This design comes from an exercise in tuning for small area, a short achievable clock period and few clock cycles on the open sky130 flow, not from production work.
Function was checked by simulation only, so behaviour that the tests miss may differ from the original.
Power is estimated from default activity; no workload was simulated.

<file path="flow/design.v">
package exe_pkg;
    localparam int BUS_W = 256;
    localparam logic [3:0] MainMemEn    = 4'd1;
    localparam logic [3:0] MatrixAluEn  = 4'd2;
    localparam logic [3:0] IntegerAluEn = 4'd3;
    localparam logic [3:0] ExecuteEn    = 4'd4;
    localparam logic [7:0] MMult1     = 8'h00;
    localparam logic [7:0] MAdd       = 8'h01;
    localparam logic [7:0] MSub       = 8'h02;
    localparam logic [7:0] MTranspose = 8'h03;
    localparam logic [7:0] MScale     = 8'h04;
    localparam logic [7:0] MScaleImm  = 8'h05;
    localparam logic [7:0] IntAdd     = 8'h10;
    localparam logic [7:0] IntSub     = 8'h11;
    localparam logic [7:0] IntMult    = 8'h12;
    localparam logic [7:0] IntDiv     = 8'h13;
    localparam logic [7:0] STOP       = 8'hFF;
    typedef enum logic [1:0] {IDLE, CALC, DONE} alu_state_t;
    typedef enum logic {MD_MULT, MD_DIV} md_mode_t;
endpackage
module int_seq_muldiv
#(
    parameter int DATA_W = 64
) (
    input  logic              clk_i,
    input  logic              rst_ni,
    input  logic              start_i,
    input  logic              mode_i,   
    input  logic [DATA_W-1:0] a_i,
    input  logic [DATA_W-1:0] b_i,
    output logic              done_o,
    output logic [DATA_W-1:0] result_o,
    output logic              divzero_o
);
    localparam int CNT_W = $clog2(DATA_W);
    localparam logic [CNT_W-1:0] LAST = CNT_W'(DATA_W - 1);
    logic              active_q;
    logic              mode_q;     
    logic              dz_q;
    logic [CNT_W-1:0]  cnt_q;
    logic [DATA_W-1:0] x_q, y_q, acc_q;
    logic [DATA_W-1:0] x_d, y_d, acc_d;
    logic [DATA_W:0]   rem_sh, trial;
    always_comb begin
        rem_sh = {acc_q, y_q[DATA_W-1]};
        trial  = rem_sh - {1'b0, x_q};
        if (mode_q == exe_pkg::MD_MULT) begin
            acc_d = acc_q + (y_q[0] ? x_q : '0);
            x_d   = x_q << 1;
            y_d   = y_q >> 1;
        end else begin
            acc_d = trial[DATA_W] ? rem_sh[DATA_W-1:0] : trial[DATA_W-1:0];
            x_d   = x_q;
            y_d   = {y_q[DATA_W-2:0], ~trial[DATA_W]};
        end
    end
    assign done_o    = active_q && (dz_q || (cnt_q == LAST));
    assign divzero_o = dz_q;
    assign result_o  = dz_q ? '1 : ((mode_q == exe_pkg::MD_MULT) ? acc_d : y_d);
    always_ff @(posedge clk_i) begin
        if (!rst_ni) begin
            active_q <= 1'b0;
            mode_q   <= exe_pkg::MD_MULT;
            dz_q     <= 1'b0;
            cnt_q    <= '0;
            x_q      <= '0;
            y_q      <= '0;
            acc_q    <= '0;
        end else if (start_i) begin
            active_q <= 1'b1;
            mode_q   <= mode_i;
            dz_q     <= (mode_i == exe_pkg::MD_DIV) && (b_i == '0);
            cnt_q    <= '0;
            x_q      <= (mode_i == exe_pkg::MD_DIV) ? b_i : a_i;
            y_q      <= (mode_i == exe_pkg::MD_DIV) ? a_i : b_i;
            acc_q    <= '0;
        end else if (active_q) begin
            x_q   <= x_d;
            y_q   <= y_d;
            acc_q <= acc_d;
            cnt_q <= cnt_q + CNT_W'(1);
            if (done_o) begin
                active_q <= 1'b0;
            end
        end
    end
endmodule
module integer_alu
#(
    parameter int         DATA_W  = 64,
    parameter logic [3:0] UNIT_ID = exe_pkg::IntegerAluEn
) (
    input  logic                Clk,
    input  logic                nReset,
    input  logic [15:0]         address,
    input  logic [7:0]          opcode,
    input  logic                nRead,
    input  logic                nWrite,
    input  logic [2*DATA_W-1:0] ExeDataOut,
    output logic [DATA_W-1:0]   IntDataOut,
    output logic                IntBusy,
    output logic                IntDivZero
);
    logic [1:0]        state_q;    
    logic [DATA_W-1:0] a_q, b_q, res_q, out_q;
    logic [7:0]        op_q;
    logic              busy_q, divzero_q, dz_pend_q;
    logic              sel, accept;
    logic [DATA_W-1:0] src1, src2, addsub_d;
    logic              md_start, md_done, md_divzero;
    logic              md_mode;    
    logic [DATA_W-1:0] md_result;
    logic              unused_bus;
    function automatic logic is_muldiv(input logic [7:0] op);
        is_muldiv = (op == exe_pkg::IntMult) || (op == exe_pkg::IntDiv);
    endfunction
    function automatic logic [DATA_W-1:0] alu_addsub(input logic [7:0] op,
                                                     input logic [DATA_W-1:0] a,
                                                     input logic [DATA_W-1:0] b);
        case (op)
            exe_pkg::IntAdd:  alu_addsub = a + b;
            exe_pkg::IntSub:  alu_addsub = a - b;
            default: alu_addsub = '0;
        endcase
    endfunction
    assign sel      = (address[15:12] == UNIT_ID);
    assign accept   = sel && !nWrite && (state_q == exe_pkg::IDLE);
    assign src1     = ExeDataOut[DATA_W-1:0];
    assign src2     = ExeDataOut[2*DATA_W-1:DATA_W];
    assign addsub_d = alu_addsub(op_q, a_q, b_q);
    assign md_start = accept && is_muldiv(opcode);
    assign md_mode  = (opcode == exe_pkg::IntDiv) ? exe_pkg::MD_DIV : exe_pkg::MD_MULT;
    assign unused_bus = ^{nRead, address[11:0]};
    int_seq_muldiv #(
        .DATA_W (DATA_W)
    ) u_muldiv (
        .clk_i     (Clk),
        .rst_ni    (nReset),
        .start_i   (md_start),
        .mode_i    (md_mode),
        .a_i       (src1),
        .b_i       (src2),
        .done_o    (md_done),
        .result_o  (md_result),
        .divzero_o (md_divzero)
    );
    always_ff @(posedge Clk) begin
        if (!nReset) begin
            state_q   <= exe_pkg::IDLE;
            a_q       <= '0;
            b_q       <= '0;
            op_q      <= '0;
            res_q     <= '0;
            dz_pend_q <= 1'b0;
            out_q     <= '0;
            busy_q    <= 1'b0;
            divzero_q <= 1'b0;
        end else begin
            case (state_q)
                exe_pkg::IDLE: begin
                    if (accept) begin
                        a_q     <= src1;
                        b_q     <= src2;
                        op_q    <= opcode;
                        busy_q  <= 1'b1;
                        state_q <= exe_pkg::CALC;
                    end
                end
                exe_pkg::CALC: begin
                    if (!is_muldiv(op_q)) begin
                        res_q     <= addsub_d;
                        dz_pend_q <= 1'b0;
                        state_q   <= exe_pkg::DONE;
                    end else if (md_done) begin
                        res_q     <= md_result;
                        dz_pend_q <= md_divzero;
                        state_q   <= exe_pkg::DONE;
                    end
                end
                exe_pkg::DONE: begin
                    out_q     <= res_q;
                    divzero_q <= dz_pend_q;
                    busy_q    <= 1'b0;
                    state_q   <= exe_pkg::IDLE;
                end
                default: state_q <= exe_pkg::IDLE;
            endcase
        end
    end
    assign IntDataOut = out_q;
    assign IntBusy    = busy_q;
    assign IntDivZero = divzero_q;
endmodule
</file>
<file path="flow/config.mk">
export PLATFORM = sky130hd
export DESIGN_NAME = integer_alu
export DESIGN_NICKNAME = integer_alu
export VERILOG_FILES = /design/flow/design.v
export SDC_FILE = /design/flow/constraint.sdc
export NUM_CORES = 4
export LEC_CHECK = 0
export CAP_MARGIN = 20
export CORE_MARGIN = 2
export CORE_UTILIZATION = 40
export PLACE_DENSITY = 0.6
export SLEW_MARGIN = 20
</file>
<file path="flow/constraint.sdc">
create_clock -name core_clock -period 6.5 [get_ports {Clk}]
set_input_delay 1.3000 -clock core_clock [delete_from_list [all_inputs] [get_ports {Clk}]]
set_output_delay 1.3000 -clock core_clock [all_outputs]
set_load 0.01 [all_outputs]
</file>
<file path="flow/run.sh">
#!/bin/bash
# synth_recipe.tcl (not shown) runs the flow's synth.tcl, then flattens the netlist and writes it again
# the make line also repeats each setting of config.mk as NAME=value (left out here)
make -C /OpenROAD-flow-scripts/flow DESIGN_CONFIG=/design/flow/config.mk WORK_HOME=/design/flow/orfs CLKGATE_MAP_FILE= SYNTH_SCRIPT=/design/flow/synth_recipe.tcl finish
</file>
==> summary.md <==
| Metric | Value |
|---|---|
| Run status | `no timing/DRC/antenna violations` |
| Async set-reset flop share out of synthesis | `0%` |
| Most frequent cells in the layout | `nand2_1 (990), dfxtp_1 (467), a21oi_1 (405)` |
| CTS H-tree depth | `2` |
| Util after Layout | `45.79%` |
| Layout fillers | `8,987` |
| Post-route clock period utilization | `93.35%` |
| Vias in the first global route | `32,780` |
| Worst ir drop on vdd | `0.1827 mV` |
| DR iter-0 viols | `2,798` |
| EDFF count, synth | `0` |
| Antenna Nets Post-Route | `0` |
| Largest cells by area after synthesis | `dfxtp_1 (27%), nand2_1 (11%), ha_1 (6.8%)` |
| Total CTS buffers | `53` |
| Worst skew pair latency | `630 ps` |
| Max Cap Viol | `0` |
| Most common flop cell mapped by yosys | `dfxtp_1` |
| Ratio of cells with drive above 1 in the final layout | `4.317%` |
| Grt total ovfl | `0` |
| Gpl congestion | `0.9191` |
| CP startpoint kind | `register` |
| Die area | `0.09049 sq mm` |
| Max clock buf depth | `3` |
| Distinct cells, synth | `85` |
| Root buffer cell | `clkbuf_16` |
| Number of diodes | `0` |
| Row cnt | `108` |
| Seq cells post-synth | `470` |
| First-pass GRT wire length | `196.2 mm` |
| Worst setup path class | `register to register` |
| Initial antenna violation count | `0` |
| Cell taking the most area after synthesis | `dfxtp_1` |
| Mapped Area | `0.03524 sq mm` |
| Routed met2 length | `61.33 mm` |
| Wire length on met3 | `6.249 mm` |
| Register area share after synthesis | `26.70%` |
| Leakage power | `16.76 nW` |
| Total vias in the final route | `34,650` |
| All-Layer GR Usage | `27.73%` |
| DR top layer | `met4` |
| IO Pins | `222` |
| Die H | `300.8 um` |
| Min-Delay Path Class | `register to register` |
| Routed wire length | `128.6 mm` |
| Die span in x | `300.8 um` |
| DRT Pass-1 Iters | `5` |
| Setup violators final | `0` |
| Initial Util | `40.49%` |
| Fmax | `0.1648 GHz` |
| Crit. End Element | `register` |
| Post-synth top area share | `26.70%` |
| Warnings from Yosys | `2` |
| Drt drc | `0` |
| Final Hold Vio Count | `0` |
| Worst rel slew slack | `22.13%` |
| Via density | `5.779` |
| Final setup TNS | `0 ps` |
| Met1 WL | `54.00 mm` |
| Detailed Place HPWL | `96.96 mm` |
| Syn Area/Cell | `7.302 sq um` |
| Slew Viols, Final | `0` |
| TritonCTS clock tree | `yes` |
| Syn_nets | `5,177` |
| Pwr per Cell Area | `181.3 mW/mm^2` |
| Clock slew at reported path FFs | `60 ps` |
| Nets | `5,151` |
| Port bufs | `208` |
| CTS Sinks | `470` |
| Min Tclk post-route | `6068 ps` |
| Clock skew | `24.07 ps` |
| Cts hold-fix bufs | `0` |
| Req. time, crit path | `7010 ps` |
| Layout area overhead | `13.08%` |
| Core Box Area | `0.08702 sq mm` |
| Crit path DAT | `6570 ps` |
| RSZ-0062 raised after global routing | `no` |
| Post-Syn Instances | `4,826` |
| Leading cell type in the layout, fill and taps excluded | `nand2_1` |
| Worst-margin pin slew | `1164 ps` |
| Crit Path Max Fanout | `6` |
| Wire per inst | `21.45 um` |
| Largest net degree at the start of global routing | `239` |
-- synth_stat cells (all sizes together), types with 8 or more instances --
cell type	count
nor2b	24
nand4	58
ha	192
o21bai	31
a21o	116
inv	125
nand3	51
a31o	8
or4	8
mux2i	203
a2111oi	11
o22ai	22
clkbuf	306
a211oi	42
nand2	994
o31ai	19
xnor2	126
a221oi	17
nor4	29
dfxtp	470
o21a	31
o211ai	109
a21boi	212
buf	35
o221ai	13
a211o	13
nand2b	28
a21oi	405
o21ai	315
and2	84
a31oi	44
or2	8
nor2	237
o41ai	11
and3	148
a22oi	9
nor3	54
xor2	117
or3	16
-- critical path: stages (launching register included) --
cell	delay, ps
dfxtp_1	370
or4_4	570
or3_4	380
nor4_4	400
nand2_2	180
or3_4	440
o21ai_0	210
xor2_1	190
ha_1	330
a221oi_1	290
o21ai_0	160
a311oi_1	280
o21ai_0	150
a221oi_1	410
o41ai_2	250
a21oi_1	230
o21ai_0	210
a221oi_1	360
xnor2_1	160
a221oi_1	310
nor2_1	80
-- flip-flops by register name, indices dropped and copies added, names as in the netlist --
name,cells
out_q,64
u_muldiv.mode_q,1
u_muldiv.active_q,1
u_muldiv.dz_q,1
u_muldiv.y_q,64
op_q,8
u_muldiv.x_q,64
dz_pend_q,1
divzero_q,1
u_muldiv.acc_q,64
a_q,64
state_q,2
b_q,64
u_muldiv.cnt_q,6
busy_q,1
res_q,64
-- final cells by class --
type                       count  area, sq um  share of cell area (%)
sequential                   470         9418                   23.63
clock inverter                15        165.2                  0.4145
timing repair buffer         260         2540                   6.374
clock buffer                  81         1612                   4.044
tap                         1155         1445                   3.626
multi-input combinational   3889        24200                   60.72
inverter                     126        473.0                   1.187
-- per-layer routing --
layer  up-vias  GRT usage (%)
li1      17030              -
met1     16370          34.18
met2       988          48.00
met3       265          2.872
met4         0          13.72
met5         -              0
-- cell families after synthesis --
logic type | Yosys count | synth area share, %
AOI/OAI and AO/OA | 1474 | 26.66
and+or+nand+nor | 1769 | 22.67
adders and majority gates | 195 | 6.988
muxes | 208 | 5.926
xor gates and xnor gates | 243 | 6.040
DFF | 470 | 26.70
buffers and inverters | 467 | 5.021
-- path summary, 6_finish.rpt --
kind,start,endpoint,slack [ps],cells past startpoint
max,b_q[6],res_q[62],430,20
min reg2reg,out_q[15],out_q[15],460,2
min,out_q[15],out_q[15],460,2
max reg2reg,b_q[6],res_q[62],430,20
-- per-stage QoR --
stage | power [mW] | hold WS [ps] | setup slack, ps | cell area [sq um] | instances
2_1_floorplan | 3.709 | 437.8 | 1299 | 35240 | 4826
3_3_place_gp | 4.129 | 450.3 | 316.5 | 38030 | 5900
3_5_place_dp | 4.128 | 454.3 | 235.4 | 38030 | 5900
4_1_cts | 7.255 | 464.1 | 221.4 | 39800 | 5996
5_1_grt | 7.483 | 485.6 | 33.14 | 39850 | 5996
6_report | 7.224 | 464.2 | 432.4 | 39850 | 5996
-- repair_timing --
action | CTS | global route
gates resized for setup | 0 | 6
setup endpoints to repair | 0 | 4
setup buffers | 0 | 0
-- report_power, final --
group	switching [mW]	total [mW]	leakage, nW	internal (mW)
Clock	1.32	3.14	0.869	1.82
Sequential	0.0142	2.91	3.79	2.90
Combinational	0.723	1.18	12.1	0.454
Testbench counts, summed over its fixed seeds: cycles 83,052.

## port drivers added, routing unchanged
Ports are ideal in the flow. The routed layout listed here was re-timed in OpenROAD.
Step 1 sets driving cells, clkbuf_16 on the clock port and buf_2 on the other inputs (assumed; they add their load-dependent delay and slew).
Step 2 adds t to the input delays and takes it off the output delays; t is the mean of the earliest and latest rising clock arrival at the registers after step 1. Input paths then give back, and output paths get back, about the clock's delay inside the block.
Slacks: ideal ports / drivers / drivers and shift; pairs: ideal ports / drivers.
t (ns): 0.683
setup WS [ns]: 0.432 / 0.432 / 0.432
worst register clock-pin slew, ns: 0.07 / 0.07
After both steps this run still meets setup and hold. For this run, drivers alone change the setup slack by 0.000 ns; drivers and shift together by 0.000 ns.
